From an optimization exercise on the open Yosys and OpenROAD flow, aimed at small area, a short achievable clock period and few clock cycles per item; shortcuts taken in it are not production practice. No functional check of the RTL was part of any run shown here. Power is estimated from default activity; no workload was simulated.

==> flow/design.v (outline; a module is shown in full before it is edited, if it fits) <==
// module conv_engine: 3100 lines
// module cnn_fa: 7 lines
// module cnn_hai: 7 lines
// module cnn_ha: 7 lines
// module cnn_top: 264 lines
module cnn_top (
	input  wire         clk,
	input  wire         reset_b,
	input  wire         run,
	output logic        busy,
	output logic [11:0] in_rd_addr,
	input  wire  [15:0] in_rd_data,
	output logic [11:0] weights_rd_addr,
	input  wire  [15:0] weights_rd_data,
	output logic [28:0] out_wr
);
  // ...
==> flow/flow/run.sh <==
#!/bin/bash
set -euo pipefail
cd "$(dirname "$0")/.."
export SETUP_SLACK_MARGIN=7.0
bash standard.sh > flow_make.log 2>&1
==> flow/standard.sh <==
#!/bin/bash
# synth_recipe.tcl (not shown) runs the flow's synth.tcl, then flattens the netlist and writes it again
# the make line also repeats each setting of config.mk as NAME=value (left out here)
make -C /OpenROAD-flow-scripts/flow DESIGN_CONFIG=/design/flow/config.mk WORK_HOME=/design/flow/orfs CLKGATE_MAP_FILE= SYNTH_SCRIPT=/design/flow/synth_recipe.tcl "${@:-finish}"
==> flow/config.mk <==
export PLATFORM = sky130hd
export DESIGN_NAME = cnn_top
export DESIGN_NICKNAME = cnn_top
export VERILOG_FILES = /design/flow/design.v
export SDC_FILE = /design/flow/constraint.sdc
export NUM_CORES = 4
export LEC_CHECK = 0
export CAP_MARGIN = 20
export CORE_MARGIN = 2
export CORE_UTILIZATION = 50
export SLEW_MARGIN = 70
export SYNTH_HIERARCHICAL = 1
==> flow/constraint.sdc <==
create_clock -name core_clock -period 10.0 [get_ports {clk}]
set_input_delay 2.0000 -clock core_clock [delete_from_list [all_inputs] [get_ports {clk}]]
set_output_delay 2.0000 -clock core_clock [all_outputs]
set_load 0.01 [all_outputs]
==> run summary, run 1 <==
----------------------------------------------------
[Logic synthesis]
  Fraction of synthesized cell area in xor and xnor cells ... 1.45%
  Synth Area in Adders ... 37.2%
  Top cell type's share of synthesized area ... 34.6%
  Top cells by area, synth ... fa_1, dfxtp_1, edfxtp_1
  Synth Cell Area ... 31500 µm²

[Power]
  Switching power ... 3340 µW
  Leak ... 0.0143 µW
  Switching share of power ... 36.0%
  Power density relative to cell area ... 247 nW/µm²

[Global routing]
  Initial antenna violation count ... 4
  Number of global-route vias before repair ... 21.4k
  Met2 track utilization from global routing ... 43.5%
  Maximum number of pins on one net before global-route repair ... 38

[Worst setup path]
  Count of cells along the worst register-to-register path ... 6
  CP delay by family, top ... adder cells
  Slowest cell on the critical path ... fa_2
  Critical register-to-register path endpoint ... u_eng.q55

[CTS]
  Post-CTS Resized ... 584
  Maximum root-to-sink buffer count ... 3
  Number of hold buffers added after CTS ... 0

[Route]
  Routed wire length on met3 ... 8300 µm
  Max Used Layer ... met4

[Cells and area]
  Number of nets in the final layout ... 3430
  Number of multi-input combinational cells ... 1832
  Non-clk invs ... 117
  Fraction of cell area in non-clock buffers ... 5.85%
  Total inserted antenna cells ... 1
  Top library cells by usage in the layout, fill and taps aside ... nand2_1, fa_2, dfxtp_1

[Floorplanning]
  Top-level port count ... 89
  # rows ... 92

[Outcome]
  Run status ... timing/DRC/antenna clean

[Placement]
  Final weighted congestion of routability-driven global placement ... 1.02

----------------------------------------------------
==> run 2, diff against run 1 <==
==> flow/run.sh (new file) <==
#!/bin/bash
# synth_recipe.tcl (not shown) runs the flow's synth.tcl, then flattens the netlist and writes it again
# the make line also repeats each setting of config.mk as NAME=value (left out here)
make -C /OpenROAD-flow-scripts/flow DESIGN_CONFIG=/design/flow/config.mk WORK_HOME=/design/flow/orfs CLKGATE_MAP_FILE= SYNTH_SCRIPT=/design/flow/synth_recipe.tcl finish
--- a/flow/config.mk
+++ b/flow/config.mk
@@ -7,6 +7,7 @@
 export LEC_CHECK = 0
 export CAP_MARGIN = 20
 export CORE_MARGIN = 2
-export CORE_UTILIZATION = 50
+export CORE_UTILIZATION = 65
+export SETUP_SLACK_MARGIN = 5
 export SLEW_MARGIN = 70
 export SYNTH_HIERARCHICAL = 1
removed: flow/flow/run.sh
removed: flow/standard.sh
==> run summary, run 2 <==
----------------------------------------------------
[STA]
  Final hold violations ... 0 (unchanged)
  Maximum clock frequency ... 264 MHz (was 296 MHz)
  Share of the clock period used by the worst path after layout ... 37.8% (was 33.8%)
  Fin Clk Skew ... 42.5 ps (was 33.5 ps)
  Final setup violation count ... 0 (unchanged)
  Min Tclk post-route ... 3780 ps (was 3380 ps)
  Setup repair after global routing missed its margin ... no (was yes)
  Total negative slack ... 0 ps (unchanged)
  Slew Viols, Final ... 0 (unchanged)
  Worst path setup slack after routing ... 6220 ps (was 6620 ps)

[Worst setup path]
  R2R Setup Slk ... 6360 ps (was 6620 ps)
  Worst EP arrival ... 1780 ps (was 3890 ps)
  Worst Setup End Kind ... output pin (was register)
  Max stage delay on crit path ... 640 ps (was 580 ps)
  Cell chain of the critical path ... clkdlybuf4s50_1 (was and2_4 -> fa_2 -> fa_2 -> fa_2 -> fa_2 -> fa_2)
  Worst Path Max Fanout ... 18 (was 8)
  Slowest cell on the critical path ... clkdlybuf4s50_1 (was fa_2)
  Startpoint types ... register (unchanged)
  Critical register-to-register path endpoint ... u_eng.q76 (was u_eng.q55)
  WP data required ... 8000 ps (was 10500 ps)
  CP delay by family, top ... buffers and inverters (was adder cells)
  Count of cells along the worst register-to-register path ... 7 (was 6)
  Origin of the critical flop-to-flop path ... kw[3][4] (was kw[3][2])
  Category of the most critical setup path ... register to output pin (was register to register)
  Count of buffer and inverter cells on the critical path ... 1 (was 0)

[Min path]
  Worst hold path stage count ... 0 (unchanged)
  Worst Min Path Start ... exl[3] (was last_c)
  Hold endpoint ... s_last[0] (was exl[1])
  Hold Path Class ... register to register (unchanged)

[Cells and area]
  Share of layout cells above drive strength 1 ... 9.48% (was 34.1%)
  Registers with the most flip-flops ... kw (72), op (72) (unchanged)
  Number of nets in the final layout ... 3289 (was 3430)
  Top library cells by usage in the layout, fill and taps aside ... fa_1, nand2_1, dfxtp_1 (was nand2_1, fa_2, dfxtp_1)
  Relative area change from synthesis to final layout ... 9.76% (was 19.6%)
  Final core occ ... 72.4% (was 60.1%)
  Most common cell after layout, fill and taps aside ... fa_1 (was nand2_1)

[Floorplanning]
  Height of the die ... 224 µm (was 255 µm)
  # rows ... 80 (was 92)
  Top-level port count ... 89 (unchanged)
  Die outline width ... 224 µm (was 255 µm)
  Area of the core ... 47700 µm² (was 62600 µm²)
  Total Die Area ... 50200 µm² (was 65000 µm²)
  Initial Util ... 66.0% (was 50.3%)

[CTS]
  Number of hold buffers added after CTS ... 0 (unchanged)
  Post-CTS Resized ... 0 (was 584)
  Htree depth ... 2 (unchanged)
  Clock root buffer ... clkbuf_16 (unchanged)
  Cts bufs inserted ... 55 (was 58)
  Sink count of the clock tree ... 546 (unchanged)
  Maximum root-to-sink buffer count ... 3 (unchanged)
  Post-CTS setup repair buffer count ... 0 (was 119)
  Clock tree from TritonCTS ... yes (unchanged)
  Post-CTS clock slew at the launch and capture registers of the worst setup and hold paths ... 60 ps (about the same)
  Worst-skew pair later-pin latency ... 630 ps (was 650 ps)

[Placement]
  Count of buffers inserted at the top-level ports ... 77 (unchanged)
  Post-place setup slack ... 6440 ps (was 6490 ps)
  Detailed Place HPWL ... 71700 µm (was 70300 µm)
  Final weighted congestion of routability-driven global placement ... 1.05 (was 1.02)

[Power]
  Worst voltage drop across the vdd grid ... 160 µV (was 153 µV)
  Leak ... 0.0133 µW (was 0.0143 µW)
  Power density relative to cell area ... 258 nW/µm² (was 247 nW/µm²)
  Overall power of the completed layout ... 8930 µW (was 9280 µW)

[Logic synthesis]
  Top cell type's share of synthesized area ... 34.6% (unchanged)
  Fraction of the yosys area taken by sequential cells ... 37.9% (unchanged)
  Number of enable-type register cells in the synthesized netlist ... 102 (unchanged)
  Post-synthesis share of cell area spent on and, or, nand and nor gates ... 12.8% (unchanged)
  Fraction of synthesized cell area in xor and xnor cells ... 1.45% (unchanged)
  Ranking of synthesized cells by instance count ... fa_1, nand2_1, dfxtp_1, and2_1, inv_1 (unchanged)
  Multiplexer fraction of the synthesized cell area ... 2.77% (unchanged)
  Main combinational cell family by area after synthesis ... adder cells (unchanged)
  YS warnings ... 14 (unchanged)
  Synth Area per Inst ... 12.1 µm² (unchanged)
  Number of distinct standard cells referenced by the synthesized netlist ... 64 (unchanged)
  Number of flip-flops and latches in the synthesized netlist ... 546 (unchanged)
  Largest area contributor in the synthesized netlist ... fa_1 (unchanged)
  Async set-or-reset flop fraction in the synthesized netlist ... 0% (unchanged)
  Synth Cell Area ... 31500 µm² (unchanged)
  Top cells by area, synth ... fa_1, dfxtp_1, edfxtp_1 (unchanged)
  Synth Instances ... 2601 (unchanged)
  Most common cell in the netlist ... fa_1 (unchanged)
  Synth Area in Adders ... 37.2% (unchanged)
  Area fraction in compound gates after synthesis ... 4.16% (unchanged)
  Most used flip-flop cell after synthesis ... dfxtp_1 (unchanged)

[Global routing]
  Global-route wire length before repair ... 133000 µm (was 132000 µm)
  Initial antenna violation count ... 2 (was 4)
  Number of global-route vias before repair ... 21.2k (was 21.4k)
  Remaining Overflow, GRT ... 0 (unchanged)
  Overall fraction of global-route tracks in use ... 36.6% (was 27.8%)
  Maximum number of pins on one net before global-route repair ... 42 (was 38)

[Run]
  Max_cap viols ... 0 (unchanged)

[Route]
  Average routed wire per standard cell ... 26.7 µm (was 23.9 µm)
  Vias per cell ... 6.03 (was 5.43)
  ANT nets after route ... 0 (unchanged)
  Remaining DRCs ... 0 (unchanged)
  Number of design-rule violations left by the first detailed-router iteration ... 1855 (was 1546)
  Number of iterations in the first detailed-routing pass ... 5 (was 6)
  Routed WL ... 88200 µm (was 87900 µm)
  DR vias ... 20.0k (about the same)

[Outcome]
  Run status ... timing/DRC/antenna clean (unchanged)

----------------------------------------------------
[run 2: logic make-up after synthesis]
logic type / Yosys count
muxes: 78
AOI/OAI and AO/OA: 206
other: 2
xor gates and xnor gates: 52
and+or+nand+nor: 874
DFF: 546
buffers and inverters: 234
adders and majority gates: 609
[run 2: through the flow]
stage | instances | hold slack [ps] | cell area [µm²]
after CTS | 3301 | 326 | 34500
after global placement | 3192 | 310 | 32400
after global routing | 3307 | 332 | 34600
final | 3308 | 326 | 34600
after detailed placement | 3198 | 312 | 32500
after floorplan | 2612 | 310 | 31500
[run 2: power breakdown]
part           switching [µW]  internal [µW]  leakage [µW]
Sequential                289           2740       0.00464
Clock                     904           1280      0.000961
Combinational            2060           1660       0.00774
Total                    3260           5680        0.0133
[run 2: routing by layer]
metal / vias up / track usage, % / share of wire, %
li1: 8412 / - / -
met1: 10300 / 50.4 / 40
met2: 1142 / 56.2 / 45
met3: 145 / 14.0 / 13
met4: 0 / 7.40 / 1.9
met5: - / 0 / 0
[run 2: how the worst max path moves through the flow]
| stage | start | end | slack, ps | cells after the start |
|---|---|---|---|---|
| 2_1_floorplan | kw[0][8] | u_eng.q36 | 6830 | 7 |
| 3_3_place_gp | ldph[3] | weights_rd_addr[2] | 6340 | 1 |
| 3_5_place_dp | reset_b | oaddr[0] | 6440 | 4 |
| 4_1_cts | ldph[3] | weights_rd_addr[2] | 6170 | 1 |
| 5_1_grt | ldph[3] | weights_rd_addr[2] | 6160 | 1 |
| 6_report | ldph[3] | weights_rd_addr[2] | 6220 | 1 |
[run 2: layout make-up]
cell class	count	area, µm²
antenna	2	5.00
clock buffer	75	1660
clock inverter	28	302
fill	3251	13200
inverter	117	439
multi-input combinational	1832	18500
sequential	546	12000
tap	615	769
timing repair buffer	93	895
[run 2: Yosys stat by module (local to each module, per instance)]
module       cells inside  cell area [µm²]
cnn_ha                  1             12.5
cnn_hai                 5             27.5
cnn_top              1210            14800
cnn_fa                  1             20.0
conv_engine           801             5610
==> run 3, diff against run 2 <==
--- a/flow/config.mk
+++ b/flow/config.mk
@@ -5,9 +5,10 @@
 export SDC_FILE = /design/flow/constraint.sdc
 export NUM_CORES = 4
 export LEC_CHECK = 0
+export ABC_AREA = 1
 export CAP_MARGIN = 20
 export CORE_MARGIN = 2
-export CORE_UTILIZATION = 65
+export CORE_UTILIZATION = 50
 export SETUP_SLACK_MARGIN = 5
 export SLEW_MARGIN = 70
 export SYNTH_HIERARCHICAL = 1
==> run summary, run 3 <==
----------------------------------------------------
[Global routing]
  Remaining Overflow, GRT ... 0 (unchanged)
  Maximum number of pins on one net before global-route repair ... 51 (was 42)
  Overall fraction of global-route tracks in use ... 28.9% (was 36.6%)
  Number of global-route vias before repair ... 22.0k (was 21.2k)
  Met1 GRT Util ... 41.5% (was 50.4%)
  Met2 track utilization from global routing ... 43.1% (was 56.2%)
  Global-route wire length before repair ... 141000 µm (was 133000 µm)
  M3 GR Usage ... 8.85% (was 14.0%)
  Initial antenna violation count ... 3 (was 2)
  Most utilized layer in the global route result ... met2 (unchanged)

[CTS]
  Htree depth ... 2 (unchanged)
  Post-CTS Resized ... 0 (unchanged)
  Maximum root-to-sink buffer count ... 3 (unchanged)
  Post-CTS clock slew at the launch and capture registers of the worst setup and hold paths ... 60 ps (about the same)
  Clock root buffer ... clkbuf_16 (unchanged)
  Worst-skew pair later-pin latency ... 650 ps (was 630 ps)
  Cts bufs inserted ... 59 (was 55)
  Sink count of the clock tree ... 546 (unchanged)
  Number of hold buffers added after CTS ... 0 (unchanged)
  Post-CTS setup repair buffer count ... 0 (unchanged)
  Clock tree from TritonCTS ... yes (unchanged)

[Logic synthesis]
  Post-synthesis share of cell area spent on and, or, nand and nor gates ... 13.3% (was 12.8%)
  Largest area contributor in the synthesized netlist ... fa_1 (unchanged)
  Number of enable-type register cells in the synthesized netlist ... 102 (unchanged)
  Number of distinct standard cells referenced by the synthesized netlist ... 47 (was 64)
  Area fraction in compound gates after synthesis ... 2.87% (was 4.16%)
  Async set-or-reset flop fraction in the synthesized netlist ... 0% (unchanged)
  Most used flip-flop cell after synthesis ... dfxtp_1 (unchanged)
  Number of flip-flops and latches in the synthesized netlist ... 546 (unchanged)
  Fraction of synthesized cell area in xor and xnor cells ... 1.18% (was 1.45%)
  Main combinational cell family by area after synthesis ... adder cells (unchanged)
  Top cell type's share of synthesized area ... 33.2% (was 34.6%)
  YS warnings ... 14 (unchanged)
  Synth Area in Adders ... 35.7% (was 37.2%)
  Synth Instances ... 3083 (was 2601)
  Ranking of synthesized cells by instance count ... nand2_1, fa_1, dfxtp_1, inv_1, buf_4 (was fa_1, nand2_1, dfxtp_1, and2_1, inv_1)
  Top cells by area, synth ... fa_1, dfxtp_1, nand2_1 (was fa_1, dfxtp_1, edfxtp_1)
  Synth Area per Inst ... 10.6 µm² (was 12.1 µm²)
  Fraction of the yosys area taken by sequential cells ... 36.4% (was 37.9%)
  Synth Cell Area ... 32800 µm² (was 31500 µm²)
  Multiplexer fraction of the synthesized cell area ... 1.37% (was 2.77%)
  Most common cell in the netlist ... nand2_1 (was fa_1)

[Placement]
  Post-place setup slack ... 6430 ps (was 6440 ps)
  Count of buffers inserted at the top-level ports ... 77 (unchanged)
  Detailed Place HPWL ... 78600 µm (was 71700 µm)
  Final weighted congestion of routability-driven global placement ... 1.01 (was 1.05)

[Cells and area]
  Number of nets in the final layout ... 3719 (was 3289)
  Area taken by flip-flops and latches ... 12000 µm² (about the same)
  Relative area change from synthesis to final layout ... 9.09% (was 9.76%)
  Most common cell after layout, fill and taps aside ... nand2_1 (was fa_1)
  Footprint of the multi-input gates ... 18000 µm² (was 18500 µm²)
  Total inserted antenna cells ... 0 (was 2)
  Share of layout cells above drive strength 1 ... 9.66% (was 9.48%)
  Top library cells by usage in the layout, fill and taps aside ... nand2_1, fa_1, dfxtp_1 (was fa_1, nand2_1, dfxtp_1)
  Registers with the most flip-flops ... kw (72), op (72) (unchanged)
  Filler instances ... 5667 (was 3251)

[Power]
  Leak ... 0.0155 µW (was 0.0133 µW)
  Cell-internal power ... 5930 µW (was 5680 µW)
  Switching power ... 3530 µW (was 3260 µW)
  Switching share of power ... 37.3% (was 36.4%)
  Clock network power share ... 25.9% (was 24.4%)
  Fraction of power consumed by sequential logic ... 31.8% (was 34.0%)
  Part of the total power dissipated in combinational logic ... 42.3% (was 41.6%)
  Power density relative to cell area ... 264 nW/µm² (was 258 nW/µm²)
  Worst voltage drop across the vdd grid ... 204 µV (was 160 µV)

[Worst setup path]
  Startpoint types ... register (unchanged)
  Origin of the critical flop-to-flop path ... kw[2][12] (was kw[3][4])
  Worst Setup End Kind ... output pin (unchanged)
  WP data required ... 8000 ps (about the same)
  Crit. Startpoint ... ldph[3] (unchanged)
  Worst EP arrival ... 1840 ps (was 1780 ps)
  Category of the most critical setup path ... register to output pin (unchanged)
  Worst Path Max Fanout ... 18 (unchanged)

[STA]
  Final hold violations ... 0 (unchanged)
  Fin Clk Skew ... 29.1 ps (was 42.5 ps)
  Maximum clock frequency ... 261 MHz (was 264 MHz)
  Min Tclk post-route ... 3840 ps (was 3780 ps)
  Total negative slack ... 0 ps (unchanged)
  Worst path setup slack after routing ... 6160 ps (was 6220 ps)
  Slew Viols, Final ... 0 (unchanged)
  Setup repair after global routing missed its margin ... no (unchanged)
  Final setup violation count ... 0 (unchanged)
  Share of the clock period used by the worst path after layout ... 38.4% (was 37.8%)

[Min path]
  Hold Path Class ... register to register (unchanged)
  Worst Min Path Start ... exl[2] (was exl[3])

[Run]
  Max_cap viols ... 0 (unchanged)

[Floorplanning]
  # rows ... 93 (was 80)
  Initial Util ... 50.7% (was 66.0%)
  Die outline width ... 260 µm (was 224 µm)
  Top-level port count ... 89 (unchanged)
  Area of the core ... 64700 µm² (was 47700 µm²)
  Height of the die ... 260 µm (was 224 µm)
  Total Die Area ... 67700 µm² (was 50200 µm²)

[Route]
  Number of design-rule violations left by the first detailed-router iteration ... 1975 (was 1855)
  Average routed wire per standard cell ... 23.8 µm (was 26.7 µm)
  ANT nets after route ... 0 (unchanged)
  Number of iterations in the first detailed-routing pass ... 6 (was 5)
  Remaining DRCs ... 0 (unchanged)
  DR vias ... 21.0k (was 20.0k)
  Vias per cell ... 5.28 (was 6.03)
  Routed WL ... 94800 µm (was 88200 µm)

[Outcome]
  Run status ... timing/DRC/antenna clean (unchanged)

----------------------------------------------------
run 3: cell count changes after synthesis, moves of 34 or more:
cell | before | now
mux2_2 | 74 | 40
buf_4 | 76 | 116
nand2_1 | 525 | 876
buf_6 | 0 | 46
nand3_1 | 16 | 67
and2_1 | 167 | 0
inv_1 | 117 | 380
run 3: area by class of cell:
class / count / area share, %
multi-input cells: 1957 / 50.2
flip-flops and latches: 546 / 33.6
inverters: 398 / 4.19
clock buffers: 77 / 4.75
clock inverters: 34 / 1.48
well taps: 855 / 2.99
repair buffers: 113 / 2.82
run 3: cell families (layout without fill, tap and decap cells):
logic type                 Yosys count  after routing
buffers and inverters              591            622
other                                2             13
AOI/OAI and AO/OA                  170            170
muxes                               40             40
DFF                                546            546
adders and majority gates          609            609
and+or+nand+nor                   1083           1083
xor gates and xnor gates            42             42
run 3: path summary, 6_finish.rpt:
path                            slack [ps]  cells past startpoint            endpoint
worst max register to register        6360                      6           u_eng.q36
worst min register to register         320                      0              exl[3]
worst min-delay path                   320                      0              exl[3]
worst max-delay path                  6160                      2  weights_rd_addr[2]
run 3: power groups by stage:
stage	registers [µW]	logic [µW]	clock network, µW
after global routing	3050	4570	2590
after floorplan	2920	2720	0
after global placement	3050	3890	0
after detailed placement	3060	4020	0
after CTS	3010	4040	2500
final	3010	4010	2450
run 3: Yosys stat by module, one instance, submodules excluded:
module | cells inside | flops+latches
cnn_fa | 1 | 0
cnn_hai | 5 | 0
cnn_top | 1480 | 419
conv_engine | 1013 | 127
cnn_ha | 1 | 0
run 3: worst max-delay path: stages, from the launching register on:
cell,delay (ps)
dfxtp_1,310
buf_4,270
clkdlybuf4s50_1,600
run 3: routing by layer:
layer	up-vias	share of wire [%]	routed length, µm
met5	-	0	0
met4	0	2.1	2000
met3	154	11	10300
met2	884	43	41100
met1	10700	44	41500
li1	9276	-	-
run 3: through the flow:
stage          hold WS, ps  instances  utilization, %  total power, µW  area (µm²)
5_1_grt                332       3980            55.3            10200       35800
2_1_floorplan          310       3094               -             5640       32900
6_report               324       3980            55.3             9460       35800
3_3_place_gp           310       3837            51.4             6940       33200
4_1_cts                326       3975            55.2             9550       35700
3_5_place_dp           312       3864            51.8             7080       33500
==> run 4, diff against run 3 <==
--- a/flow/config.mk
+++ b/flow/config.mk
@@ -5,10 +5,11 @@
 export SDC_FILE = /design/flow/constraint.sdc
 export NUM_CORES = 4
 export LEC_CHECK = 0
-export ABC_AREA = 1
 export CAP_MARGIN = 20
 export CORE_MARGIN = 2
 export CORE_UTILIZATION = 50
+export CTS_CLUSTER_DIAMETER = 80
+export CTS_CLUSTER_SIZE = 24
 export SETUP_SLACK_MARGIN = 5
 export SLEW_MARGIN = 70
 export SYNTH_HIERARCHICAL = 1
==> run summary, run 4 <==
----------------------------------------------------
[STA]
  Final setup violation count ... 0 (unchanged)
  Setup repair after global routing missed its margin ... no (unchanged)
  Minimum hold slack ... 332 ps (was 324 ps)
  Fin Clk Skew ... 38.2 ps (was 29.1 ps)
  Total negative slack ... 0 ps (unchanged)
  Final hold violations ... 0 (unchanged)
  Worst path setup slack after routing ... 6170 ps (was 6160 ps)
  Share of the clock period used by the worst path after layout ... 38.3% (was 38.4%)
  Min Tclk post-route ... 3830 ps (was 3840 ps)
  Maximum clock frequency ... 261 MHz (about the same)
  Slew Viols, Final ... 0 (unchanged)

[Worst setup path]
  Max stage delay on crit path ... 650 ps (was 600 ps)
  Worst EP arrival ... 1830 ps (was 1840 ps)
  R2R Setup Slk ... 6420 ps (was 6360 ps)
  Worst Path Max Fanout ... 18 (unchanged)
  Slowest cell on the critical path ... clkdlybuf4s50_1 (unchanged)
  Critical register-to-register path endpoint ... u_eng.q27 (was u_eng.q36)
  Count of buffer and inverter cells on the critical path ... 1 (was 2)
  Category of the most critical setup path ... register to output pin (unchanged)
  CP delay by family, top ... buffers and inverters (unchanged)
  Count of cells along the worst register-to-register path ... 7 (was 6)
  WP data required ... 8000 ps (about the same)
  Worst Setup End Kind ... output pin (unchanged)
  Origin of the critical flop-to-flop path ... kw[1][12] (was kw[2][12])
  Startpoint types ... register (unchanged)
  Cell chain of the critical path ... clkdlybuf4s50_1 (was buf_4 -> clkdlybuf4s50_1)

[Power]
  Worst voltage drop across the vdd grid ... 167 µV (was 204 µV)
  Overall power of the completed layout ... 8110 µW (was 9460 µW)
  Leak ... 0.0130 µW (was 0.0155 µW)
  Power density relative to cell area ... 238 nW/µm² (was 264 nW/µm²)

[CTS]
  Clock root buffer ... clkbuf_16 (unchanged)
  Sink count of the clock tree ... 546 (unchanged)
  Post-CTS setup repair buffer count ... 0 (unchanged)
  Clock tree from TritonCTS ... yes (unchanged)
  Maximum root-to-sink buffer count ... 3 (unchanged)
  Post-CTS clock slew at the launch and capture registers of the worst setup and hold paths ... 90 ps (was 60 ps)
  Number of hold buffers added after CTS ... 0 (unchanged)
  Post-CTS Resized ... 0 (unchanged)
  Worst-skew pair later-pin latency ... 650 ps (about the same)
  Cts bufs inserted ... 30 (was 59)
  Htree depth ... 1 (was 2)

[Cells and area]
  Number of nets in the final layout ... 3294 (was 3719)
  Share of layout cells above drive strength 1 ... 9.43% (was 9.66%)
  Final instance area ... 34100 µm² (was 35800 µm²)
  Registers with the most flip-flops ... kw (72), op (72) (unchanged)
  Most common cell after layout, fill and taps aside ... fa_1 (was nand2_1)
  Relative area change from synthesis to final layout ... 8.26% (was 9.09%)
  Top library cells by usage in the layout, fill and taps aside ... fa_1, nand2_1, dfxtp_1 (was nand2_1, fa_1, dfxtp_1)

[Logic synthesis]
  Synth Area per Inst ... 12.1 µm² (was 10.6 µm²)
  Top cells by area, synth ... fa_1, dfxtp_1, edfxtp_1 (was fa_1, dfxtp_1, nand2_1)
  Number of distinct standard cells referenced by the synthesized netlist ... 64 (was 47)
  Synth Instances ... 2601 (was 3083)
  Post-synthesis share of cell area spent on and, or, nand and nor gates ... 12.8% (was 13.3%)
  Synth Cell Area ... 31500 µm² (was 32800 µm²)
  YS warnings ... 14 (unchanged)
  Largest area contributor in the synthesized netlist ... fa_1 (unchanged)
  Multiplexer fraction of the synthesized cell area ... 2.77% (was 1.37%)
  Most common cell in the netlist ... fa_1 (was nand2_1)
  Ranking of synthesized cells by instance count ... fa_1, nand2_1, dfxtp_1, and2_1, inv_1 (was nand2_1, fa_1, dfxtp_1, inv_1, buf_4)
  Number of flip-flops and latches in the synthesized netlist ... 546 (unchanged)
  Main combinational cell family by area after synthesis ... adder cells (unchanged)
  Async set-or-reset flop fraction in the synthesized netlist ... 0% (unchanged)
  Fraction of the yosys area taken by sequential cells ... 37.9% (was 36.4%)
  Most used flip-flop cell after synthesis ... dfxtp_1 (unchanged)
  Synth Area in Adders ... 37.2% (was 35.7%)
  Number of enable-type register cells in the synthesized netlist ... 102 (unchanged)
  Fraction of synthesized cell area in xor and xnor cells ... 1.45% (was 1.18%)
  Top cell type's share of synthesized area ... 34.6% (was 33.2%)
  Area fraction in compound gates after synthesis ... 4.16% (was 2.87%)

[Global routing]
  Remaining Overflow, GRT ... 0 (unchanged)
  Initial antenna violation count ... 2 (was 3)
  Overall fraction of global-route tracks in use ... 27.6% (was 28.9%)
  Maximum number of pins on one net before global-route repair ... 39 (was 51)
  Global-route wire length before repair ... 131000 µm (was 141000 µm)
  Number of global-route vias before repair ... 21.4k (was 22.0k)

[Floorplanning]
  # rows ... 92 (was 93)
  Area of the core ... 62600 µm² (was 64700 µm²)
  Top-level port count ... 89 (unchanged)
  Die outline width ... 255 µm (was 260 µm)
  Initial Util ... 50.3% (was 50.7%)
  Height of the die ... 255 µm (was 260 µm)
  Total Die Area ... 65000 µm² (was 67700 µm²)

[Route]
  Remaining DRCs ... 0 (unchanged)
  Routed WL ... 86200 µm (was 94800 µm)
  Number of design-rule violations left by the first detailed-router iteration ... 1409 (was 1975)
  DR vias ... 19.6k (was 21.0k)
  Average routed wire per standard cell ... 24.5 µm (was 23.8 µm)
  Vias per cell ... 5.57 (was 5.28)
  Number of iterations in the first detailed-routing pass ... 5 (was 6)
  ANT nets after route ... 0 (unchanged)

[Placement]
  Post-place setup slack ... 6490 ps (was 6430 ps)
  Placed Instance Area ... 33000 µm² (was 33500 µm²)
  Detailed Place HPWL ... 69500 µm (was 78600 µm)
  Count of buffers inserted at the top-level ports ... 77 (unchanged)
  Final weighted congestion of routability-driven global placement ... 1.03 (was 1.01)

[Run]
  Max_cap viols ... 0 (unchanged)

[Min path]
  Hold Path Class ... register to register (unchanged)
  Hold endpoint ... last_c (was exl[3])
  Worst hold path stage count ... 0 (unchanged)
  Worst Min Path Start ... last_b (was exl[2])

[Outcome]
  Run status ... timing/DRC/antenna clean (unchanged)

----------------------------------------------------
run 4: cell types whose count changed after synthesis, moves of 22 or more:
cell	previous run	this run
a21oi_1	86	64
and2_1	0	167
buf_4	116	76
buf_6	46	0
inv_1	380	117
mux2_2	40	74
nand2_1	876	525
nand3_1	67	16
run 4: logic make-up after synthesis:
group | Yosys count
XOR/XNOR | 52
AO/OA/AOI/OAI | 206
multiplexers | 78
flip-flops | 546
buffers and inverters | 234
adder cells (fa/ha/maj) | 609
AND/OR/NAND/NOR | 874
other | 2
run 4: power breakdown:
part | switching, µW | internal (µW) | total (µW)
clock | 761 | 597 | 1360
combinational | 2080 | 1650 | 3730
sequential | 280 | 2740 | 3020
total | 3120 | 4990 | 8110
run 4: area by class of cell:
class	instances	area, µm²
clock inverter	12	155
sequential	546	12000
inverter	117	439
timing repair buffer	123	1070
clock buffer	42	817
fill	5394	28500
antenna	2	5.00
tap	846	1060
multi-input combinational	1832	18500
run 4: per-stage QoR:
step,std cells,util [%]
2_1_floorplan,2612,-
3_3_place_gp,3424,52.2
3_5_place_dp,3460,52.8
4_1_cts,3514,54.3
5_1_grt,3520,54.4
6_report,3520,54.4
run 4: worst register-to-register path: stages (launching register included):
cell and delay [ps]:
edfxtp_1 560, buf_4 260, nand2_1 100, fa_1 520
fa_1 560, fa_1 460, fa_1 570, fa_1 410
run 4: worst max path at each step:
| stage | from | to | slack [ps] | cells past startpoint |
|---|---|---|---|---|
| after floorplan | kw[0][8] | u_eng.q36 | 6830 | 7 |
| after CTS | ldph[3] | weights_rd_addr[2] | 6110 | 1 |
| after detailed placement | kw[0][11] | u_eng.q70 | 6490 | 7 |
| after global placement | ldph[3] | weights_rd_addr[2] | 6340 | 1 |
| after global routing | ldph[3] | weights_rd_addr[2] | 6120 | 1 |
| final | ldph[3] | weights_rd_addr[2] | 6170 | 1 |
run 4: per-layer routing:
metal | wire length, µm | global-route usage, %
met5 | 0 | 0
met4 | 4350 | 12.5
met2 | 38700 | 42.5
met1 | 34500 | 36.0
met3 | 8590 | 8.75
run 4: Yosys stat by module, one instance, submodules excluded:
module | cells | times used
cnn_ha | 1 | 4
cnn_top | 1210 | 1
cnn_hai | 5 | 9
conv_engine | 801 | 1
cnn_fa | 1 | 541
==> run 5, diff against run 4 <==
--- a/flow/config.mk
+++ b/flow/config.mk
@@ -8,8 +8,8 @@
 export CAP_MARGIN = 20
 export CORE_MARGIN = 2
 export CORE_UTILIZATION = 50
-export CTS_CLUSTER_DIAMETER = 80
-export CTS_CLUSTER_SIZE = 24
+export CTS_CLUSTER_DIAMETER = 100
+export CTS_CLUSTER_SIZE = 20
 export SETUP_SLACK_MARGIN = 5
 export SLEW_MARGIN = 70
 export SYNTH_HIERARCHICAL = 1
==> run summary, run 5 <==
----------------------------------------------------
[Logic synthesis]
  Number of enable-type register cells in the synthesized netlist ... 102 (unchanged)
  Top cells by area, synth ... fa_1, dfxtp_1, edfxtp_1 (unchanged)
  YS warnings ... 14 (unchanged)
  Synth Instances ... 2601 (unchanged)
  Ranking of synthesized cells by instance count ... fa_1, nand2_1, dfxtp_1, and2_1, inv_1 (unchanged)
  Fraction of the yosys area taken by sequential cells ... 37.9% (unchanged)
  Number of distinct standard cells referenced by the synthesized netlist ... 64 (unchanged)
  Synth Area per Inst ... 12.1 µm² (unchanged)
  Most common cell in the netlist ... fa_1 (unchanged)
  Number of flip-flops and latches in the synthesized netlist ... 546 (unchanged)
  Largest area contributor in the synthesized netlist ... fa_1 (unchanged)
  Synth Cell Area ... 31500 µm² (unchanged)
  Async set-or-reset flop fraction in the synthesized netlist ... 0% (unchanged)
  Top cell type's share of synthesized area ... 34.6% (unchanged)
  Most used flip-flop cell after synthesis ... dfxtp_1 (unchanged)

[CTS]
  Worst-skew pair later-pin latency ... 590 ps (was 650 ps)
  Cts bufs inserted ... 35 (was 30)
  Clock tree from TritonCTS ... yes (unchanged)
  Clock root buffer ... clkbuf_16 (unchanged)
  Number of hold buffers added after CTS ... 0 (unchanged)
  Post-CTS setup repair buffer count ... 0 (unchanged)
  Post-CTS clock slew at the launch and capture registers of the worst setup and hold paths ... 80 ps (was 90 ps)
  Post-CTS Resized ... 0 (unchanged)
  Htree depth ... 2 (was 1)
  Sink count of the clock tree ... 546 (unchanged)
  Maximum root-to-sink buffer count ... 3 (unchanged)

[Cells and area]
  Relative area change from synthesis to final layout ... 8.61% (was 8.26%)
  Most common cell after layout, fill and taps aside ... fa_1 (unchanged)
  Final instance area ... 34200 µm² (was 34100 µm²)
  Top library cells by usage in the layout, fill and taps aside ... fa_1, nand2_1, dfxtp_1 (unchanged)
  Registers with the most flip-flops ... kw (72), op (72) (unchanged)
  Number of nets in the final layout ... 3299 (was 3294)
  Filler instances ... 5395 (was 5394)
  Share of layout cells above drive strength 1 ... 9.41% (was 9.43%)

[Worst setup path]
  Stages on the worst setup path ... 1 (unchanged)
  R2R Setup Slk ... 6450 ps (was 6420 ps)
  WP data required ... 8000 ps (about the same)
  Worst EP arrival ... 1740 ps (was 1830 ps)
  Count of cells along the worst register-to-register path ... 7 (unchanged)
  Critical register-to-register path endpoint ... u_eng.q27 (unchanged)
  CP delay by family, top ... buffers and inverters (unchanged)
  Worst Path Max Fanout ... 18 (unchanged)
  Slowest cell on the critical path ... clkdlybuf4s50_1 (unchanged)
  Category of the most critical setup path ... register to output pin (unchanged)
  Worst Setup End Kind ... output pin (unchanged)
  Max stage delay on crit path ... 640 ps (was 650 ps)
  Cell chain of the critical path ... clkdlybuf4s50_1 (unchanged)
  Origin of the critical flop-to-flop path ... kw[2][4] (was kw[1][12])
  Count of buffer and inverter cells on the critical path ... 1 (unchanged)
  Startpoint types ... register (unchanged)

[Power]
  Power density relative to cell area ... 240 nW/µm² (was 238 nW/µm²)
  Fraction of power consumed by sequential logic ... 36.8% (was 37.2%)
  Cell-internal power ... 5090 µW (was 4990 µW)
  Switching power ... 3120 µW (about the same)
  Leak ... 0.0130 µW (about the same)
  Clock network power share ... 17.8% (was 16.7%)
  Switching share of power ... 38.0% (was 38.5%)
  Part of the total power dissipated in combinational logic ... 45.4% (was 46.0%)
  Worst voltage drop across the vdd grid ... 164 µV (was 167 µV)

[Min path]
  Hold endpoint ... s_last[0] (was last_c)
  Worst Min Path Start ... exl[3] (was last_b)
  Hold Path Class ... register to register (unchanged)
  Worst hold path stage count ... 0 (unchanged)

[Global routing]
  Maximum number of pins on one net before global-route repair ... 39 (unchanged)
  Initial antenna violation count ... 2 (unchanged)
  Global-route wire length before repair ... 132000 µm (was 131000 µm)
  Remaining Overflow, GRT ... 0 (unchanged)
  Overall fraction of global-route tracks in use ... 27.9% (was 27.6%)
  Number of global-route vias before repair ... 21.5k (was 21.4k)

[STA]
  Total negative slack ... 0 ps (unchanged)
  Slew Viols, Final ... 0 (unchanged)
  Fin Clk Skew ... 30.5 ps (was 38.2 ps)
  Share of the clock period used by the worst path after layout ... 37.4% (was 38.3%)
  Setup repair after global routing missed its margin ... no (unchanged)
  Maximum clock frequency ... 267 MHz (was 261 MHz)
  Min Tclk post-route ... 3740 ps (was 3830 ps)
  Final hold violations ... 0 (unchanged)
  Final setup violation count ... 0 (unchanged)

[Floorplanning]
  Area of the core ... 62600 µm² (unchanged)
  Die outline width ... 255 µm (unchanged)
  Total Die Area ... 65000 µm² (unchanged)
  Top-level port count ... 89 (unchanged)
  # rows ... 92 (unchanged)
  Height of the die ... 255 µm (unchanged)
  Initial Util ... 50.3% (unchanged)

[Placement]
  Final weighted congestion of routability-driven global placement ... 1.03 (unchanged)
  Placed Instance Area ... 33000 µm² (unchanged)
  Detailed Place HPWL ... 69500 µm (unchanged)
  Count of buffers inserted at the top-level ports ... 77 (unchanged)

[Outcome]
  Run status ... timing/DRC/antenna clean (unchanged)

[Route]
  Average routed wire per standard cell ... 24.4 µm (was 24.5 µm)
  ANT nets after route ... 0 (unchanged)
  Vias per cell ... 5.59 (was 5.57)
  Routed WL ... 86300 µm (was 86200 µm)
  Number of design-rule violations left by the first detailed-router iteration ... 1425 (was 1409)
  Remaining DRCs ... 0 (unchanged)
  DR vias ... 19.7k (was 19.6k)
  Number of iterations in the first detailed-routing pass ... 5 (unchanged)

[Run]
  Max_cap viols ... 0 (unchanged)

----------------------------------------------------
==> run 5: cell count changes in the layout (fill, tap and decap cells not counted), moves of 2 or more <==
cell | before | now
clkbuf_16 | 31 | 35
clkbuf_1 | 11 | 18
clkinv_16 | 2 | 0
diode_2 | 2 | 4
inv_6 | 3 | 1
inv_4 | 2 | 0
clkinv_8 | 2 | 4
==> run 5: cells by family (layout without fill, tap and decap cells) <==
kind of cell	count (synthesis)	after routing	synth area share [%]
flip-flops	546	546	37.9
AND/OR/NAND/NOR	874	874	12.8
other	2	17	0.0238
AO/OA/AOI/OAI	206	206	4.16
adder cells (fa/ha/maj)	609	609	37.2
buffers and inverters	234	300	3.71
XOR/XNOR	52	52	1.45
multiplexers	78	78	2.77
==> run 5: worst reg2reg max path, delay by kind of cell (launching register included) <==
kind                       cells  cell delay [ps]
buffers and inverters          1              280
DFF                            1              510
adders and majority gates      5             2530
and+or+nand+nor                1              110
==> run 5: worst max-delay path by stage <==
stage | from | to | slack (ps)
after floorplan | kw[0][8] | u_eng.q36 | 6830
after global placement | ldph[3] | weights_rd_addr[2] | 6340
after CTS | ldph[3] | weights_rd_addr[2] | 6190
after global routing | ldph[3] | weights_rd_addr[2] | 6190
after detailed placement | kw[0][11] | u_eng.q70 | 6490
final | ldph[3] | weights_rd_addr[2] | 6260
==> run 5: per-stage QoR <==
step | total power (µW) | setup slack [ps] | cells | util, % | hold WS, ps
after floorplan | 5470 | 6830 | 2612 | - | 310
after global placement | 6670 | 6340 | 3424 | 52.2 | 310
after detailed placement | 6850 | 6490 | 3460 | 52.8 | 312
after CTS | 8310 | 6190 | 3520 | 54.5 | 332
after global routing | 8940 | 6190 | 3526 | 54.6 | 335
final | 8210 | 6260 | 3528 | 54.6 | 330
==> run 5: final cells by class <==
type / instances / area, µm² / share of cell area, %
Multi-Input combinational cell: 1832 / 18500 / 54.1
Tap cell: 846 / 1060 / 3.09
Clock buffer: 53 / 943 / 2.76
Antenna cell: 4 / 10.0 / 0.0293
Timing Repair Buffer: 123 / 1070 / 3.13
Inverter: 117 / 439 / 1.28
Sequential cell: 546 / 12100 / 35.2
Clock inverter: 7 / 124 / 0.362
==> run 5: per-layer routing <==
layer  up-vias  global-route usage (%)  part of all wire, %
li1       8415                       -                    -
met1     10100                    36.3                   40
met2       947                    42.9                   45
met3       275                    8.89                   10
met4         2                    12.5                  4.9
met5         -                   0.602                0.064
==> run 5: modules after synthesis (local to each module, per instance) <==
module	flip-flops and latches	times used	cells inside
cnn_ha	0	4	1
cnn_fa	0	541	1
cnn_top	419	1	1210
cnn_hai	0	9	5
conv_engine	127	1	801
==> run 5: power by group through the flow <==
stage,Clock [µW],Sequential [µW],Combinational [µW]
after floorplan,0,2930,2540
after global placement,0,3070,3600
after detailed placement,0,3070,3780
after CTS,1510,3020,3780
after global routing,1590,3060,4290
final,1460,3020,3730
==> module cnn_top, before the edit <==
module cnn_top (
	input  wire         clk,
	input  wire         reset_b,
	input  wire         run,
	output logic        busy,
	output logic [11:0] in_rd_addr,
	input  wire  [15:0] in_rd_data,
	output logic [11:0] weights_rd_addr,
	input  wire  [15:0] weights_rd_data,
	output logic [28:0] out_wr
);
	localparam int DRAIN_CYC = 5;
	logic        st_sz0, st_sz1, st_first, st_fetch, st_drain;
	logic [11:0] colptr;    
	logic [11:0] cn;        
	logic [5:0]  hw;        
	logic [1:0]  r;         
	logic        r3;        
	logic [5:0]  mcnt;      
	logic [5:0]  pcnt;      
	logic        mlast;     
	logic        plast;     
	logic        mfirst;    
	logic [2:0]  dcnt;
	logic [15:0] rdata_q;   
	logic        is_end;
	logic        step_end, img_end;
	logic [11:0] a_int, a_next;
	logic        trig_a, trig_b, trig_c;
	logic        last_a, last_b, last_c;
	assign is_end   = (rdata_q == 16'hFFFF);
	assign step_end = st_fetch && r3;
	assign img_end  = step_end && mlast && plast;
	always_ff @(posedge clk) begin
		if (!reset_b) begin
			busy     <= 1'b0;
			st_sz0   <= 1'b0;
			st_sz1   <= 1'b0;
			st_first <= 1'b0;
			st_fetch <= 1'b0;
			st_drain <= 1'b0;
			trig_a   <= 1'b0;
			in_rd_addr <= '0;
		end else begin
			trig_a   <= st_fetch && (r == 2'd1) && !mfirst;
			st_sz0   <= img_end;
			st_sz1   <= st_sz0 || run;
			st_first <= st_sz1;
			st_fetch <= (st_first && !is_end) || (st_fetch && !img_end);
			st_drain <= (st_first && is_end) || (st_drain && dcnt != 3'd0);
			if (run)
				busy <= 1'b1;
			else if (st_drain && dcnt == 3'd0)
				busy <= 1'b0;
			in_rd_addr <= a_next;
		end
	end
	always_comb begin
		if (st_sz0 || img_end)
			a_next = a_int + 12'd1;
		else if ((st_first && !is_end) || (st_fetch && !r3))
			a_next = a_int + {6'd0, hw};
		else if (step_end)
			a_next = cn;
		else if (st_sz1)
			a_next = a_int;
		else if (run)
			a_next = 12'd1;
		else
			a_next = '0;
	end
	always_ff @(posedge clk) begin
		a_int  <= a_next;
		last_a <= st_fetch && (r == 2'd1) && mlast && plast;
		dcnt   <= st_drain ? dcnt - 3'd1 : 3'(DRAIN_CYC);
		cn     <= colptr + 12'd1 + (mlast ? {6'd0, hw} : 12'd0);
		if (st_sz1) begin
			colptr <= a_int;
			hw     <= in_rd_data[6:1];
		end
		if (st_first) begin
			mcnt   <= hw - 6'd1;
			pcnt   <= hw - 6'd2;
			mlast  <= (hw == 6'd1);
			plast  <= (hw == 6'd2);
			mfirst <= 1'b1;
			r      <= 2'd1;
			r3     <= 1'b0;
		end
		if (st_fetch) begin
			r  <= r + 2'd1;
			r3 <= (r == 2'd2);
			if (r3) begin
				mfirst <= mlast;
				colptr <= cn;
				if (!mlast) begin
					mcnt  <= mcnt - 6'd1;
					mlast <= (mcnt == 6'd1);
				end else begin
					mcnt  <= hw - 6'd1;
					mlast <= (hw == 6'd1);
					pcnt  <= pcnt - 6'd1;
					plast <= (pcnt == 6'd1);
				end
			end
		end
	end
	logic [2:0]  wa;
	logic [4:0]  ldph;
	logic [15:0] kw [5];
	assign weights_rd_addr = {9'd0, wa};
	always_ff @(posedge clk) begin
		if (!reset_b) begin
			wa   <= '0;
			ldph <= '0;
		end else begin
			ldph  <= {ldph[3:0], run};
			wa[0] <= run | ldph[1];
			wa[1] <= ldph[0] | ldph[1];
			wa[2] <= ldph[2];
		end
	end
	always_ff @(posedge clk) begin
		for (int w = 0; w < 5; w++)
			if (ldph[w])
				kw[w] <= weights_rd_data;
	end
	logic [15:0] d1, d2, d3, d4, d5;
	logic [7:0]  d6h, d7h;
	always_ff @(posedge clk) begin
		rdata_q <= in_rd_data;
		d1  <= rdata_q;
		d2  <= d1;
		d3  <= d2;
		d4  <= d3;
		d5  <= d4;
		d6h <= d5[15:8];
		d7h <= d6h;
	end
	logic [3:1] ex;
	logic [3:1] exl;
	logic       grp_ld;
	always_ff @(posedge clk) begin
		if (!reset_b) begin
			trig_b <= 1'b0;
			trig_c <= 1'b0;
			ex     <= '0;
		end else begin
			trig_b <= trig_a;
			trig_c <= trig_b;
			ex     <= {ex[2:1], trig_c};
		end
	end
	always_ff @(posedge clk) begin
		last_b <= last_a;
		last_c <= last_b;
		exl    <= {exl[2:1], last_c};
	end
	assign grp_ld = ex[1] | ex[2];
	logic [7:0] op [3][3];
	logic [7:0] kt [3][3];
	always_ff @(posedge clk) begin
		op[0][0] <= grp_ld ? d7h       : d5[7:0];
		op[0][1] <= grp_ld ? d3[7:0]   : d5[15:8];
		op[0][2] <= grp_ld ? d3[15:8]  : d1[7:0];
		op[1][0] <= grp_ld ? d6h       : d4[7:0];
		op[1][1] <= grp_ld ? d2[7:0]   : d4[15:8];
		op[1][2] <= grp_ld ? d2[15:8]  : rdata_q[7:0];
		op[2][0] <= grp_ld ? d5[15:8]  : d3[7:0];
		op[2][1] <= grp_ld ? d1[7:0]   : d3[15:8];
		op[2][2] <= grp_ld ? d1[15:8]  : in_rd_data[7:0];
	end
	always_comb begin
		for (int i = 0; i < 3; i++)
			for (int j = 0; j < 3; j++)
				kt[i][j] = ((3 * i + j) % 2 == 0) ? kw[(3 * i + j) / 2][15:8]
				                                  : kw[(3 * i + j) / 2][7:0];
	end
	logic [18:0] ra, rb;
	logic [1:0]  s_first, s_done, s_last;
	conv_engine u_eng (
		.clk (clk),
		.k0 (kt[0][0]), .k1 (kt[0][1]), .k2 (kt[0][2]),
		.k3 (kt[1][0]), .k4 (kt[1][1]), .k5 (kt[1][2]),
		.k6 (kt[2][0]), .k7 (kt[2][1]), .k8 (kt[2][2]),
		.p0 (op[0][0]), .p1 (op[0][1]), .p2 (op[0][2]),
		.p3 (op[1][0]), .p4 (op[1][1]), .p5 (op[1][2]),
		.p6 (op[2][0]), .p7 (op[2][1]), .p8 (op[2][2]),
		.ra (ra),
		.rb (rb)
	);
	always_ff @(posedge clk) begin
		if (!reset_b) begin
			s_first <= '0;
			s_done  <= '0;
		end else begin
			s_first <= {s_first[0], trig_c};
			s_done  <= {s_done[0], ex[3]};
		end
		s_last <= {s_last[0], exl[3]};
	end
	logic [18:0] sum;
	logic [6:0]  clipped, clip_q;
	logic        c_first, c_done, c_last;
	logic [6:0]  pool;
	logic        res_valid, res_last;
	assign sum = ra + rb;
	always_comb begin
		if (sum[18])
			clipped = 7'd0;
		else if (|sum[17:7])
			clipped = 7'd127;
		else
			clipped = sum[6:0];
	end
	always_ff @(posedge clk) begin
		if (!reset_b) begin
			c_first   <= 1'b0;
			c_done    <= 1'b0;
			res_valid <= 1'b0;
		end else begin
			c_first   <= s_first[1];
			c_done    <= s_done[1];
			res_valid <= c_done;
		end
		c_last   <= s_last[1];
		res_last <= c_last;
		clip_q   <= clipped;
		pool     <= (c_first || clip_q > pool) ? clip_q : pool;
	end
	logic        have_hi;
	logic [11:0] oaddr, oa_int;
	logic        wr_en, wr_int;
	logic [6:0]  hi_q, lo_q;
	assign out_wr = {wr_en, oaddr, 1'b0, hi_q, 1'b0, lo_q};
	always_ff @(posedge clk) begin
		if (!reset_b) begin
			have_hi <= 1'b0;
			wr_en   <= 1'b0;
			oaddr   <= '0;
		end else begin
			wr_en <= res_valid && (have_hi || res_last);
			if (run)
				oaddr <= '0;
			else if (wr_int)
				oaddr <= oa_int + 12'd1;
			if (res_valid)
				have_hi <= !have_hi && !res_last;
		end
	end
	always_ff @(posedge clk) begin
		wr_int <= res_valid && (have_hi || res_last);
		if (run)
			oa_int <= '0;
		else if (wr_int)
			oa_int <= oa_int + 12'd1;
	end
	always_ff @(posedge clk) begin
		if (res_valid && !have_hi)
			hi_q <= pool;
		if (res_valid)
			lo_q <= have_hi ? pool : 7'd0;
	end
endmodule
==> run 6, diff against run 5 <==
--- a/flow/design.v
+++ b/flow/design.v
@@ -3243,7 +3243,7 @@
 			ldph  <= {ldph[3:0], run};
 			wa[0] <= run | ldph[1];
 			wa[1] <= ldph[0] | ldph[1];
-			wa[2] <= ldph[2];
+			wa[2] <= ldph[2] & ~ldph[3];
 		end
 	end
 	always_ff @(posedge clk) begin
==> run summary, run 6 <==
----------------------------------------------------
[Outcome]
  Run status ... timing/DRC/antenna clean (unchanged)

[Logic synthesis]
  Synth Area per Inst ... 12.2 µm² (was 12.1 µm²)
  YS warnings ... 14 (unchanged)
  Fraction of the yosys area taken by sequential cells ... 37.9% (about the same)
  Top cells by area, synth ... fa_1, dfxtp_1, edfxtp_1 (unchanged)
  Top cell type's share of synthesized area ... 34.5% (was 34.6%)
  Ranking of synthesized cells by instance count ... fa_1, nand2_1, dfxtp_1, and2_1, inv_1 (unchanged)
  Most used flip-flop cell after synthesis ... dfxtp_1 (unchanged)
  Synth Instances ... 2595 (was 2601)
  Number of flip-flops and latches in the synthesized netlist ... 547 (was 546)
  Number of distinct standard cells referenced by the synthesized netlist ... 73 (was 64)
  Async set-or-reset flop fraction in the synthesized netlist ... 0% (unchanged)
  Synth Cell Area ... 31600 µm² (was 31500 µm²)
  Largest area contributor in the synthesized netlist ... fa_1 (unchanged)
  Most common cell in the netlist ... fa_1 (unchanged)
  Number of enable-type register cells in the synthesized netlist ... 102 (unchanged)

[Floorplanning]
  Die outline width ... 255 µm (about the same)
  Height of the die ... 255 µm (about the same)
  Total Die Area ... 65200 µm² (was 65000 µm²)
  Initial Util ... 50.3% (about the same)
  Area of the core ... 62700 µm² (was 62600 µm²)
  Top-level port count ... 89 (unchanged)
  # rows ... 92 (unchanged)

[Worst setup path]
  Worst Path Max Fanout ... 5 (was 18)
  R2R Setup Slk ... 6320 ps (was 6450 ps)
  Startpoint types ... register (unchanged)
  Worst EP arrival ... 4090 ps (was 1740 ps)
  Cell with the most instances on the worst path ... fa_1
  WP data required ... 10410 ps (was 8000 ps)
  Cell chain of the critical path ... buf_2 -> and2_1 -> fa_1 -> fa_1 -> fa_1 -> fa_1 -> fa_1 (was clkdlybuf4s50_1)
  Category of the most critical setup path ... register to register (was register to output pin)
  Worst Setup End Kind ... register (was output pin)
  Max stage delay on crit path ... 570 ps (was 640 ps)
  Slowest cell on the critical path ... fa_1 (was clkdlybuf4s50_1)

[Cells and area]
  Share of layout cells above drive strength 1 ... 9.28% (was 9.41%)
  Relative area change from synthesis to final layout ... 8.26% (was 8.61%)
  Final core occ ... 54.5% (was 54.6%)
  Area taken by flip-flops and latches ... 12100 µm² (about the same)
  Filler instances ... 5381 (was 5395)
  Most common cell after layout, fill and taps aside ... fa_1 (unchanged)
  Number of nets in the final layout ... 3283 (was 3299)
  Top library cells by usage in the layout, fill and taps aside ... fa_1, nand2_1, dfxtp_1 (unchanged)
  Footprint of the multi-input gates ... 18600 µm² (was 18500 µm²)
  Non-filler instance count after layout ... 3510 (was 3528)
  Registers with the most flip-flops ... kw (72), op (72) (unchanged)

[CTS]
  Cts bufs inserted ... 35 (unchanged)
  Htree depth ... 2 (unchanged)
  Post-CTS setup repair buffer count ... 0 (unchanged)
  Sink count of the clock tree ... 547 (was 546)
  Clock tree from TritonCTS ... yes (unchanged)
  Clock root buffer ... clkbuf_16 (unchanged)
  Worst-skew pair later-pin latency ... 610 ps (was 590 ps)
  Post-CTS clock slew at the launch and capture registers of the worst setup and hold paths ... 80 ps (about the same)
  Post-CTS Resized ... 0 (unchanged)
  Number of hold buffers added after CTS ... 0 (unchanged)
  Maximum root-to-sink buffer count ... 3 (unchanged)

[Global routing]
  Maximum number of pins on one net before global-route repair ... 41 (was 39)
  Remaining Overflow, GRT ... 0 (unchanged)
  Number of global-route vias before repair ... 20.3k (was 21.5k)
  Global-route wire length before repair ... 132000 µm (about the same)
  Overall fraction of global-route tracks in use ... 28.3% (was 27.9%)
  Initial antenna violation count ... 4 (was 2)

[Power]
  Switching share of power ... 38.0% (about the same)
  Overall power of the completed layout ... 8340 µW (was 8210 µW)
  Part of the total power dissipated in combinational logic ... 45.9% (was 45.4%)
  Worst voltage drop across the vdd grid ... 128 µV (was 164 µV)
  Power density relative to cell area ... 244 nW/µm² (was 240 nW/µm²)
  Switching power ... 3170 µW (was 3120 µW)
  Clock network power share ... 17.8% (about the same)
  Leak ... 0.0129 µW (was 0.0130 µW)
  Fraction of power consumed by sequential logic ... 36.2% (was 36.8%)
  Cell-internal power ... 5170 µW (was 5090 µW)

[STA]
  Min Tclk post-route ... 3680 ps (was 3740 ps)
  Total negative slack ... 0 ps (unchanged)
  Slew Viols, Final ... 0 (unchanged)
  Final hold violations ... 0 (unchanged)
  Setup repair after global routing missed its margin ... no (unchanged)
  Share of the clock period used by the worst path after layout ... 36.8% (was 37.4%)
  Fin Clk Skew ... 47.6 ps (was 30.5 ps)
  Final setup violation count ... 0 (unchanged)
  Maximum clock frequency ... 272 MHz (was 267 MHz)

[Placement]
  Detailed Place HPWL ... 73900 µm (was 69500 µm)
  Count of buffers inserted at the top-level ports ... 77 (unchanged)
  Cell count after placement ... 3441 (was 3460)
  Final weighted congestion of routability-driven global placement ... 0.986 (was 1.03)

[Route]
  Routed WL ... 89800 µm (was 86300 µm)
  Average routed wire per standard cell ... 25.6 µm (was 24.4 µm)
  DR vias ... 19.4k (was 19.7k)
  Number of iterations in the first detailed-routing pass ... 5 (unchanged)
  Vias per cell ... 5.52 (was 5.59)
  Number of design-rule violations left by the first detailed-router iteration ... 1551 (was 1425)
  ANT nets after route ... 0 (unchanged)
  Remaining DRCs ... 0 (unchanged)

[Min path]
  Hold Path Class ... register to register (unchanged)

[Run]
  Max_cap viols ... 0 (unchanged)

----------------------------------------------------
-- run 6: cell types whose count changed in the layout (fill, tap and decap cells not counted), moves of 5 or more --
cell / before / now
a21oi_1: 63 / 54
a31oi_1: 8 / 14
and4_1: 6 / 0
buf_2: 28 / 20
nand2_1: 524 / 518
nor2_1: 54 / 63
o211ai_1: 10 / 5
-- run 6: power by group through the flow --
| stage | Combinational, µW | Clock (µW) | Sequential, µW |
|---|---|---|---|
| floorplan | 2620 | 0 | 2940 |
| global placement | 3730 | 0 | 3070 |
| detailed placement | 3850 | 0 | 3080 |
| CTS | 3860 | 1530 | 3030 |
| global route | 4360 | 1610 | 3070 |
| finish | 3830 | 1490 | 3020 |
-- run 6: cells by family after synthesis --
family / after synthesis / synth area share (%)
other: 2 / 0.0238
XOR/XNOR: 52 / 1.44
buffers and inverters: 229 / 3.63
AND/OR/NAND/NOR: 873 / 12.7
flip-flops: 547 / 37.9
multiplexers: 78 / 2.76
AO/OA/AOI/OAI: 205 / 4.48
adder cells (fa/ha/maj): 609 / 37.1
-- run 6: path summary, 6_finish.rpt --
kind                     to  depth (start not counted)       from
setup / recovery  u_eng.q63                          7  kw[3][11]
hold reg to reg      exl[1]                          0     last_c
setup reg to reg  u_eng.q63                          7  kw[3][11]
hold / removal       exl[1]                          0     last_c
-- run 6: layout make-up --
cell class | count | area share, %
inverter | 117 | 1.29
antenna | 3 | 0.0220
sequential | 547 | 35.3
clock inverter | 6 | 0.231
multi-input combinational | 1830 | 54.3
clock buffer | 53 | 2.94
timing repair buffer | 108 | 2.83
tap | 846 | 3.10
-- run 6: modules after synthesis (local to each module, per instance) --
module | times used | cells | flip-flops and latches | area [µm²]
cnn_top | 1 | 1204 | 420 | 14800
conv_engine | 1 | 801 | 127 | 5610
cnn_ha | 4 | 1 | 0 | 12.5
cnn_hai | 9 | 5 | 0 | 27.5
cnn_fa | 541 | 1 | 0 | 20.0
-- run 6: stage by stage --
step / setup slack, ps / area [µm²] / hold WS [ps]
3_3_place_gp: 6010 / 32800 / 311
4_1_cts: 6350 / 34100 / 330
2_1_floorplan: 6830 / 31600 / 310
3_5_place_dp: 6380 / 33000 / 312
6_report: 6320 / 34200 / 329
5_1_grt: 6250 / 34200 / 340
-- run 6: layer usage --
| metal | share of wire, % | track usage [%] |
|---|---|---|
| met5 | 0.013 | 0 |
| met4 | 2.5 | 7.72 |
| met3 | 9.5 | 7.21 |
| met2 | 44 | 42.3 |
| met1 | 44 | 41.1 |
-- run 6: critical path, delay by kind of cell, from the launching register on --
kind,cells,cell delay [ps]
adder cells (fa/ha/maj),5,2560
buffers and inverters,1,230
flip-flops,1,510
AND/OR/NAND/NOR,1,190
==> run 7, diff against run 6 <==
--- a/flow/config.mk
+++ b/flow/config.mk
@@ -8,8 +8,8 @@
 export CAP_MARGIN = 20
 export CORE_MARGIN = 2
 export CORE_UTILIZATION = 50
-export CTS_CLUSTER_DIAMETER = 100
-export CTS_CLUSTER_SIZE = 20
+export CTS_CLUSTER_DIAMETER = 80
+export CTS_CLUSTER_SIZE = 24
 export SETUP_SLACK_MARGIN = 5
 export SLEW_MARGIN = 70
 export SYNTH_HIERARCHICAL = 1
==> run summary, run 7 <==
----------------------------------------------------
[STA]
  Final hold violations ... 0 (unchanged)
  Maximum clock frequency ... 275 MHz (was 272 MHz)
  Slew Viols, Final ... 0 (unchanged)
  Fin Clk Skew ... 32.7 ps (was 47.6 ps)
  Setup repair after global routing missed its margin ... no (unchanged)
  Share of the clock period used by the worst path after layout ... 36.4% (was 36.8%)
  Minimum hold slack ... 328 ps (was 329 ps)
  Total negative slack ... 0 ps (unchanged)
  Final setup violation count ... 0 (unchanged)
  Min Tclk post-route ... 3640 ps (was 3680 ps)

[Worst setup path]
  Cell chain of the critical path ... buf_2 -> nand2_1 -> fa_1 -> fa_1 -> fa_1 -> fa_1 -> fa_1 (was buf_2 -> and2_1 -> fa_1 -> fa_1 -> fa_1 -> fa_1 -> fa_1)
  CP delay by family, top ... adder cells (unchanged)
  Startpoint types ... register (unchanged)
  Category of the most critical setup path ... register to register (unchanged)
  Count of buffer and inverter cells on the critical path ... 1 (unchanged)
  WP data required ... 10510 ps (was 10410 ps)
  Worst EP arrival ... 4140 ps (was 4090 ps)
  Slowest cell on the critical path ... fa_1 (unchanged)
  Worst Path Max Fanout ... 5 (unchanged)
  Cell with the most instances on the worst path ... fa_1 (unchanged)
  Worst Setup End Kind ... register (unchanged)
  Max stage delay on crit path ... 710 ps (was 570 ps)

[Floorplanning]
  Initial Util ... 50.3% (unchanged)
  Top-level port count ... 89 (unchanged)
  Area of the core ... 62700 µm² (unchanged)
  Total Die Area ... 65200 µm² (unchanged)
  Height of the die ... 255 µm (unchanged)
  Die outline width ... 255 µm (unchanged)
  # rows ... 92 (unchanged)

[Route]
  ANT nets after route ... 0 (unchanged)
  Vias per cell ... 5.50 (was 5.52)
  Number of iterations in the first detailed-routing pass ... 6 (was 5)
  Remaining DRCs ... 0 (unchanged)
  Routed WL ... 89500 µm (was 89800 µm)
  DR vias ... 19.3k (was 19.4k)
  Number of design-rule violations left by the first detailed-router iteration ... 1492 (was 1551)
  Average routed wire per standard cell ... 25.5 µm (was 25.6 µm)

[Logic synthesis]
  Fraction of the yosys area taken by sequential cells ... 37.9% (unchanged)
  Number of flip-flops and latches in the synthesized netlist ... 547 (unchanged)
  Ranking of synthesized cells by instance count ... fa_1, nand2_1, dfxtp_1, and2_1, inv_1 (unchanged)
  Most used flip-flop cell after synthesis ... dfxtp_1 (unchanged)
  Async set-or-reset flop fraction in the synthesized netlist ... 0% (unchanged)
  Largest area contributor in the synthesized netlist ... fa_1 (unchanged)
  Top cells by area, synth ... fa_1, dfxtp_1, edfxtp_1 (unchanged)
  Top cell type's share of synthesized area ... 34.5% (unchanged)
  Most common cell in the netlist ... fa_1 (unchanged)
  Synth Instances ... 2595 (unchanged)
  Synth Area per Inst ... 12.2 µm² (unchanged)
  Synth Cell Area ... 31600 µm² (unchanged)
  Number of enable-type register cells in the synthesized netlist ... 102 (unchanged)
  Number of distinct standard cells referenced by the synthesized netlist ... 73 (unchanged)
  YS warnings ... 14 (unchanged)

[Cells and area]
  Final instance area ... 34100 µm² (was 34200 µm²)
  Most common cell after layout, fill and taps aside ... fa_1 (unchanged)
  Filler instances ... 5358 (was 5381)
  Number of nets in the final layout ... 3280 (was 3283)
  Top library cells by usage in the layout, fill and taps aside ... fa_1, nand2_1, dfxtp_1 (unchanged)
  Registers with the most flip-flops ... kw (72), op (72) (unchanged)
  Area taken by flip-flops and latches ... 12100 µm² (unchanged)
  Footprint of the multi-input gates ... 18600 µm² (unchanged)
  Relative area change from synthesis to final layout ... 8.15% (was 8.26%)
  Non-filler instance count after layout ... 3506 (was 3510)
  Share of layout cells above drive strength 1 ... 9.26% (was 9.28%)

[Global routing]
  M3 GR Usage ... 7.22% (was 7.21%)
  Met2 track utilization from global routing ... 42.3% (about the same)
  Most utilized layer in the global route result ... met2 (unchanged)
  Global-route wire length before repair ... 132000 µm (about the same)
  Maximum number of pins on one net before global-route repair ... 41 (unchanged)
  Initial antenna violation count ... 7 (was 4)
  Number of global-route vias before repair ... 20.2k (was 20.3k)
  Overall fraction of global-route tracks in use ... 28.1% (was 28.3%)
  Remaining Overflow, GRT ... 0 (unchanged)
  Met1 GRT Util ... 40.7% (was 41.1%)

[CTS]
  Number of hold buffers added after CTS ... 0 (unchanged)
  Maximum root-to-sink buffer count ... 3 (unchanged)
  Htree depth ... 1 (was 2)
  Worst-skew pair later-pin latency ... 660 ps (was 610 ps)
  Clock tree from TritonCTS ... yes (unchanged)
  Post-CTS Resized ... 0 (unchanged)
  Cts bufs inserted ... 31 (was 35)
  Post-CTS setup repair buffer count ... 0 (unchanged)
  Sink count of the clock tree ... 547 (unchanged)
  Clock root buffer ... clkbuf_16 (unchanged)
  Post-CTS clock slew at the launch and capture registers of the worst setup and hold paths ... 90 ps (was 80 ps)

[Placement]
  Detailed Place HPWL ... 73900 µm (unchanged)
  Final weighted congestion of routability-driven global placement ... 0.986 (unchanged)
  Cell count after placement ... 3441 (unchanged)
  Placed Instance Area ... 33000 µm² (unchanged)
  Count of buffers inserted at the top-level ports ... 77 (unchanged)

[Run]
  Max_cap viols ... 0 (unchanged)

[Outcome]
  Run status ... timing/DRC/antenna clean (unchanged)

[Power]
  Overall power of the completed layout ... 8280 µW (was 8340 µW)
  Leak ... 0.0129 µW (about the same)
  Worst voltage drop across the vdd grid ... 162 µV (was 128 µV)
  Power density relative to cell area ... 242 nW/µm² (was 244 nW/µm²)

[Min path]
  Hold Path Class ... register to register (unchanged)

----------------------------------------------------
[run 7: cell counts after synthesis]
Identical to the previous run, type by type.
[run 7: cell families after synthesis]
family          Yosys count  synth area share [%]
other cells               2                0.0238
simple gates            873                  12.7
buf+inv                 229                  3.63
compound gates          205                  4.48
fa+ha+maj               609                  37.1
mux                      78                  2.76
xor+xnor                 52                  1.44
flops                   547                  37.9
[run 7: worst register-to-register path: stages, from the launching register on]
cell,delay (ps)
edfxtp_1,510
buf_2,260
nand2_1,110
fa_1,430
fa_1,500
fa_1,710
fa_1,480
fa_1,490
[run 7: final cells by class]
type | instances | area share [%]
Tap cell | 846 | 3.10
Clock buffer | 43 | 2.47
Inverter | 117 | 1.29
Multi-Input combinational cell | 1830 | 54.4
Timing Repair Buffer | 109 | 2.86
Sequential cell | 547 | 35.3
Clock inverter | 11 | 0.586
Antenna cell | 3 | 0.0220
[run 7: modules after synthesis, one instance, submodules excluded]
module       area, µm²  cells inside  times used
cnn_fa            20.0             1         541
conv_engine       5610           801           1
cnn_hai           27.5             5           9
cnn_top          14800          1204           1
cnn_ha            12.5             1           4
[run 7: final timing paths]
check,start,to,slack [ps],cells after the start
max,kw[2][13],u_eng.q27,6360,7
min,s_last[0],s_last[1],330,0
max reg2reg,kw[2][13],u_eng.q27,6360,7
min reg2reg,s_last[0],s_last[1],330,0
[run 7: power by group]
part / leakage (µW) / internal (µW) / total [µW] / switching (µW)
clock network: 0.000494 / 647 / 1430 / 780
registers: 0.00467 / 2750 / 3020 / 276
logic: 0.00774 / 1700 / 3830 / 2120
total: 0.0129 / 5100 / 8280 / 3180
[run 7: per-layer routing]
layer / share of wire (%) / wire (µm) / vias up
li1: - / - / 8353
met1: 44 / 39000 / 9995
met2: 44 / 39600 / 839
met3: 10 / 9060 / 111
met4: 2.0 / 1830 / 2
met5: 0.015 / 13 / -
[run 7: metrics by stage]
stage               setup slack (ps)  utilization [%]
CTS                             6380             54.3
finish                          6360             54.4
floorplan                       6830                -
detailed placement              6380             52.6
global placement                6010             52.2
global route                    6270             54.4

[re-timing with driven ports]
Ports are ideal in the flow. The routed layouts listed here were re-timed in OpenROAD.
Step 1, drivers: a clkbuf_16 drives clk and a buf_2 each remaining input, both assumed.
Step 2, shift: input delay + t, output delay - t, t = (earliest + latest rising clock arrival at the registers) / 2. This alone moves slack from input paths to output paths.
Three values: no drivers, after step 1, after step 2; two values: the first two.
run	t, ns	setup WS [ns]
run 1	0.696	6.617 / 6.617 / 6.483
run 2	0.670	6.216 / 6.159 / 6.365
run 3	0.704	6.165 / 6.100 / 6.356
run 4	0.692	6.170 / 6.109 / 6.419
run 5	0.635	6.255 / 6.193 / 6.449
run 6	0.649	6.324 / 6.324 / 6.324
run 7	0.703	6.364 / 6.364 / 6.364
After both steps every run listed still meets setup and hold.
